Source: an optimization exercise on an open RTL-to-GDS flow (aim: a short achievable clock period and few clock cycles per item). Production flows keep margins and buffers that such runs may drop. In this exercise RTL edits were held to simulation tests only and were not proved equivalent to the original. No driver is modelled on the clock port, so clocking that relies on it looks cheaper here than on a real chip.

## JK
// scatter_top
module scatter_top (
  input  logic                                             ap_clk,
  input  logic                                             ap_rst_n,
  input  logic [scatter_cfg_pkg::APB_ADDR_W-1:0]           paddr,
  input  logic                                             psel,
  input  logic                                             penable,
  input  logic                                             pwrite,
  input  logic [scatter_cfg_pkg::APB_DATA_W-1:0]           pwdata,
  output logic [scatter_cfg_pkg::APB_DATA_W-1:0]           prdata,
  output logic                                             tx_meta_valid,
  input  logic                                             tx_meta_ready,
  output logic [scatter_stream_pkg::META_W-1:0] tx_meta_data,
  output logic                                             tx_data_valid,
  input  logic                                             tx_data_ready,
  output logic [scatter_stream_pkg::DATA_W-1:0]            tx_data_data,
  output logic [scatter_stream_pkg::KEEP_W-1:0]            tx_data_keep,
  output logic                                             tx_data_last
);
Size in the first run: about 3500 cells after synthesis, roughly 880 flip-flops, roughly 35000 um^2 of cells after synthesis.
export LEC_CHECK = 0
export ABC_CLOCK_PERIOD_IN_PS = 2500
export CAP_MARGIN = 20
export CORE_MARGIN = 2
export CORE_UTILIZATION = 40
export CTS_CLUSTER_DIAMETER = 100
export CTS_CLUSTER_SIZE = 30
export SETUP_SLACK_MARGIN = 5
export SLEW_MARGIN = 20
create_clock -name core_clock -period 8.0 [get_ports {ap_clk}]
standard.sh (not shown) runs the stock make flow with config.mk's settings and CLKGATE_MAP_FILE= SYNTH_SCRIPT=/design/flow/synth_recipe.tcl, a recipe that flattens the netlist after the stock synthesis.
==> flow/flow/run.sh <==
#!/bin/bash
set -euo pipefail
bash standard.sh SETUP_SLACK_MARGIN=6 finish > standard.log 2>&1
JK completed; timing, DRC and antenna clean
Testbench counts of JK, summed over its fixed seeds: cycles 114,480, words 113,382.
Relative to JK, the following input files were edited for MS:
# JK
export LEC_CHECK = 0
export ABC_CLOCK_PERIOD_IN_PS = 2500
export CAP_MARGIN = 20
export CORE_MARGIN = 2
export CORE_UTILIZATION = 40
export CTS_CLUSTER_DIAMETER = 100
export CTS_CLUSTER_SIZE = 30
export SETUP_SLACK_MARGIN = 5
export SLEW_MARGIN = 20
create_clock -name core_clock -period 8.0 [get_ports {ap_clk}]
# MS
export LEC_CHECK = 0
export ABC_CLOCK_PERIOD_IN_PS = 2500
export CAP_MARGIN = 20
export CORE_MARGIN = 2
export CORE_UTILIZATION = 40
export CTS_CLUSTER_DIAMETER = 80
export CTS_CLUSTER_SIZE = 20
export SETUP_SLACK_MARGIN = 5
export SLEW_MARGIN = 20
create_clock -name core_clock -period 8.0 [get_ports {ap_clk}]
==> flow/flow/run.sh <==
#!/bin/bash
set -euo pipefail
M="SETUP_SLACK_MARGIN=6 POST_FLOORPLAN_TCL=$PWD/flow/rmp.tcl"
bash standard.sh $M cts > standard_cts.log 2>&1
R=$(ls -d orfs/results/*/scatter_top/base)
RESULTS_DIR=$R openroad -no_init -exit flow/clk_root.tcl > clk_root.log 2>&1
bash standard.sh $M finish > standard_finish.log 2>&1
==> flow/flow/clk_root.tcl (new file) <==
set results $::env(RESULTS_DIR)
read_db $results/4_cts.odb
set block [ord::get_db_block]
set clk_net [$block findNet ap_clk]
set roots {}
foreach it [$clk_net getITerms] {
  if {[$it isInputSignal]} { lappend roots [$it getInst] }
}
puts "clock port loads: [llength $roots]"
if {[llength $roots] != 1} {
  puts "clock port does not feed a single root buffer; layout left as it is"
  exit 0
}
set root [lindex $roots 0]
set master [[$root getMaster] getName]
puts "root [$root getName] ($master)"
if {![string match "sky130_fd_sc_hd__clkbuf_*" $master]} {
  puts "root is not a clock buffer; layout left as it is"
  exit 0
}
set out_net ""
foreach it [$root getITerms] {
  if {[$it isOutputSignal]} { set out_net [$it getNet] }
}
set loads {}
foreach it [$out_net getITerms] {
  if {[$it isInputSignal]} { lappend loads $it }
}
puts "root buffer loads: [llength $loads]"
if {[llength $loads] > 4 || [llength [$out_net getBTerms]] > 0} {
  puts "root buffer feeds more than four pins; layout left as it is"
  exit 0
}
foreach it $loads {
  puts "  [[$it getInst] getName]/[[$it getMTerm] getName]"
  $it disconnect
  $it connect $clk_net
}
odb::dbInst_destroy $root
odb::dbNet_destroy $out_net
write_db $results/4_cts.odb
puts "root buffer removed"
==> flow/flow/rmp.tcl (new file) <==
# Re-map the logic cones of the endpoints with the least slack for delay
# (the synthesis maps them for area).
set lib [lindex $::env(LIB_FILES) 0]
report_worst_slack -max
restructure -target timing -slack_threshold 5.3 -depth_threshold 3 \
  -liberty_file $lib \
  -tielo_port sky130_fd_sc_hd__conb_1/LO -tiehi_port sky130_fd_sc_hd__conb_1/HI \
  -work_dir $::env(OBJECTS_DIR)/rmp
report_worst_slack -max
Notes after the runs:
Per the comparison of MS with JK, number of nets in the synthesized netlist stayed essentially flat; y dimension of the die stayed essentially flat; synthesized cell count stayed essentially flat; synthesized-area fraction occupied by ao, oa, aoi and oai cells stayed essentially flat. Reported for JK and MS, total standard cell area after synthesis turned out identical to the last digit. Between JK and MS, the difference in simple logic cell fraction of the synthesized area is negligible. Die outline width: MS vs JK — no meaningful difference. Comparing MS against JK, there is no change at all in parity-gate share of the synthesized area counting xor and xnor cells. Starting density of the core across JK and MS: no real change. As the logs show, MS stopped at 2_1_floorplan after a tool error, so it never reached the end of the flow.
[inputs] AL vs MS
# MS
export LEC_CHECK = 0
export ABC_CLOCK_PERIOD_IN_PS = 2500
export CAP_MARGIN = 20
export CORE_MARGIN = 2
export CORE_UTILIZATION = 40
export CTS_CLUSTER_DIAMETER = 80
export CTS_CLUSTER_SIZE = 20
export SETUP_SLACK_MARGIN = 5
export SLEW_MARGIN = 20
create_clock -name core_clock -period 8.0 [get_ports {ap_clk}]
# AL
export LEC_CHECK = 0
export ABC_CLOCK_PERIOD_IN_PS = 2500
export CAP_MARGIN = 20
export CORE_MARGIN = 2
export CORE_UTILIZATION = 40
export CTS_CLUSTER_DIAMETER = 100
export CTS_CLUSTER_SIZE = 30
export SETUP_SLACK_MARGIN = 5
export SLEW_MARGIN = 20
create_clock -name core_clock -period 8.0 [get_ports {ap_clk}]
==> flow/flow/run.sh <==
#!/bin/bash
set -euo pipefail
M="SETUP_SLACK_MARGIN=6 PRE_IO_PLACEMENT_TCL=$PWD/flow/io.tcl"
bash standard.sh $M cts > standard_cts.log 2>&1
R=$(ls -d orfs/results/*/scatter_top/base)
RESULTS_DIR=$R openroad -no_init -exit flow/clk_root.tcl > clk_root.log 2>&1
bash standard.sh $M finish > standard_finish.log 2>&1
==> flow/flow/io.tcl (new file) <==
# Pin sides: the APB port on the left, the data stream on the right, the
# metadata stream at the bottom, so each port's pins sit by the logic
# they feed.
set apb {ap_rst_n psel penable pwrite}
for {set i 0} {$i < 12} {incr i} { lappend apb "paddr\[$i\]" }
for {set i 0} {$i < 32} {incr i} { lappend apb "pwdata\[$i\]" "prdata\[$i\]" }
set dat {tx_data_valid tx_data_ready tx_data_last}
for {set i 0} {$i < 64} {incr i} { lappend dat "tx_data_data\[$i\]" }
for {set i 0} {$i < 8} {incr i} { lappend dat "tx_data_keep\[$i\]" }
set met {tx_meta_valid tx_meta_ready ap_clk}
for {set i 0} {$i < 32} {incr i} { lappend met "tx_meta_data\[$i\]" }
set_io_pin_constraint -pin_names $apb -region left:*
set_io_pin_constraint -pin_names $dat -region right:*
set_io_pin_constraint -pin_names $met -region bottom:*
removed: flow/flow/rmp.tcl
==> comparison <==
AL: full flow OK, the timing, design-rule and antenna checks passed. AL against MS: number of storage elements in the synthesis netlist stayed essentially flat; starting density of the core stayed essentially flat; height of the die stayed essentially flat. [compare] base=MS new=AL: count of unique library cells instantiated by Yosys essentially unchanged; share of the yosys chip area belonging to registers essentially unchanged. Delta (AL minus MS): mean area per synthesized cell shows no meaningful change, post-synthesis instance area shows no meaningful change, synthesized cell count shows no meaningful change, simple logic cell fraction of the synthesized area shows no meaningful change. Multiplexer share of the synthesized area: AL vs MS identical.
Setup changes, AL to TR
# AL
export LEC_CHECK = 0
export ABC_CLOCK_PERIOD_IN_PS = 2500
export CAP_MARGIN = 20
export CORE_MARGIN = 2
export CORE_UTILIZATION = 40
export CTS_CLUSTER_DIAMETER = 100
export CTS_CLUSTER_SIZE = 30
export SETUP_SLACK_MARGIN = 5
export SLEW_MARGIN = 20
create_clock -name core_clock -period 8.0 [get_ports {ap_clk}]
# TR
export LEC_CHECK = 0
export ABC_CLOCK_PERIOD_IN_PS = 2500
export CAP_MARGIN = 20
export CORE_MARGIN = 2
export CORE_UTILIZATION = 45
export CTS_CLUSTER_DIAMETER = 80
export CTS_CLUSTER_SIZE = 20
export SETUP_SLACK_MARGIN = 5
export SLEW_MARGIN = 20
create_clock -name core_clock -period 8.0 [get_ports {ap_clk}]
==> flow/flow/run.sh <==
#!/bin/bash
set -euo pipefail
M=SETUP_SLACK_MARGIN=6
bash standard.sh $M cts > standard_cts.log 2>&1
R=$(ls -d orfs/results/*/scatter_top/base)
RESULTS_DIR=$R openroad -no_init -exit flow/clk_root.tcl > clk_root.log 2>&1
bash standard.sh $M finish > standard_finish.log 2>&1
removed: flow/flow/io.tcl
[summary]
Compared TR vs AL, and effective utilization at floorplan is up in TR.
Delta (TR minus AL): total met2 wirelength after detailed routing +about 8%, via count grew by 1.1%, proportion of cell area occupied by multi-input gates now smaller, final worst hold slack picked up an extra 0.014 ns, worst setup slack for register-to-register paths has increased.

afterwards: timing with drivers on the ports:
Ports are ideal in the flow. The routed layouts listed here were re-timed in OpenROAD.
Step 1 assumes that a clkbuf_16 drives the clock port and a buf_2 every other input.
Step 2 moves the port delays by t, midway between the first and last clock arrival at a register: inputs arrive t later, outputs are due t later. That takes back most of the time a late clock gives input paths.
a / b / c = ideal ports / drivers / drivers and shift; a / b = the first two.
run	t, ns	slack for setup (ns)	clock arrival spread, ns	slew at the worst register clock pin (ns)	pins driven straight from the clock port
JK	0.679	5.256 / 5.189 / 4.891	0.056 / 0.055	0.12 / 0.12	1
AL	0.550	5.371 / 5.297 / 4.904	0.050 / 0.051	0.12 / 0.12	4
TR	0.585	5.371 / 5.295 / 4.888	0.037 / 0.037	0.09 / 0.09	4
After both steps every run listed still meets setup and hold. The setup slack of TR, which loses most, moves by -0.076 ns with the drivers and by -0.483 ns with both steps.
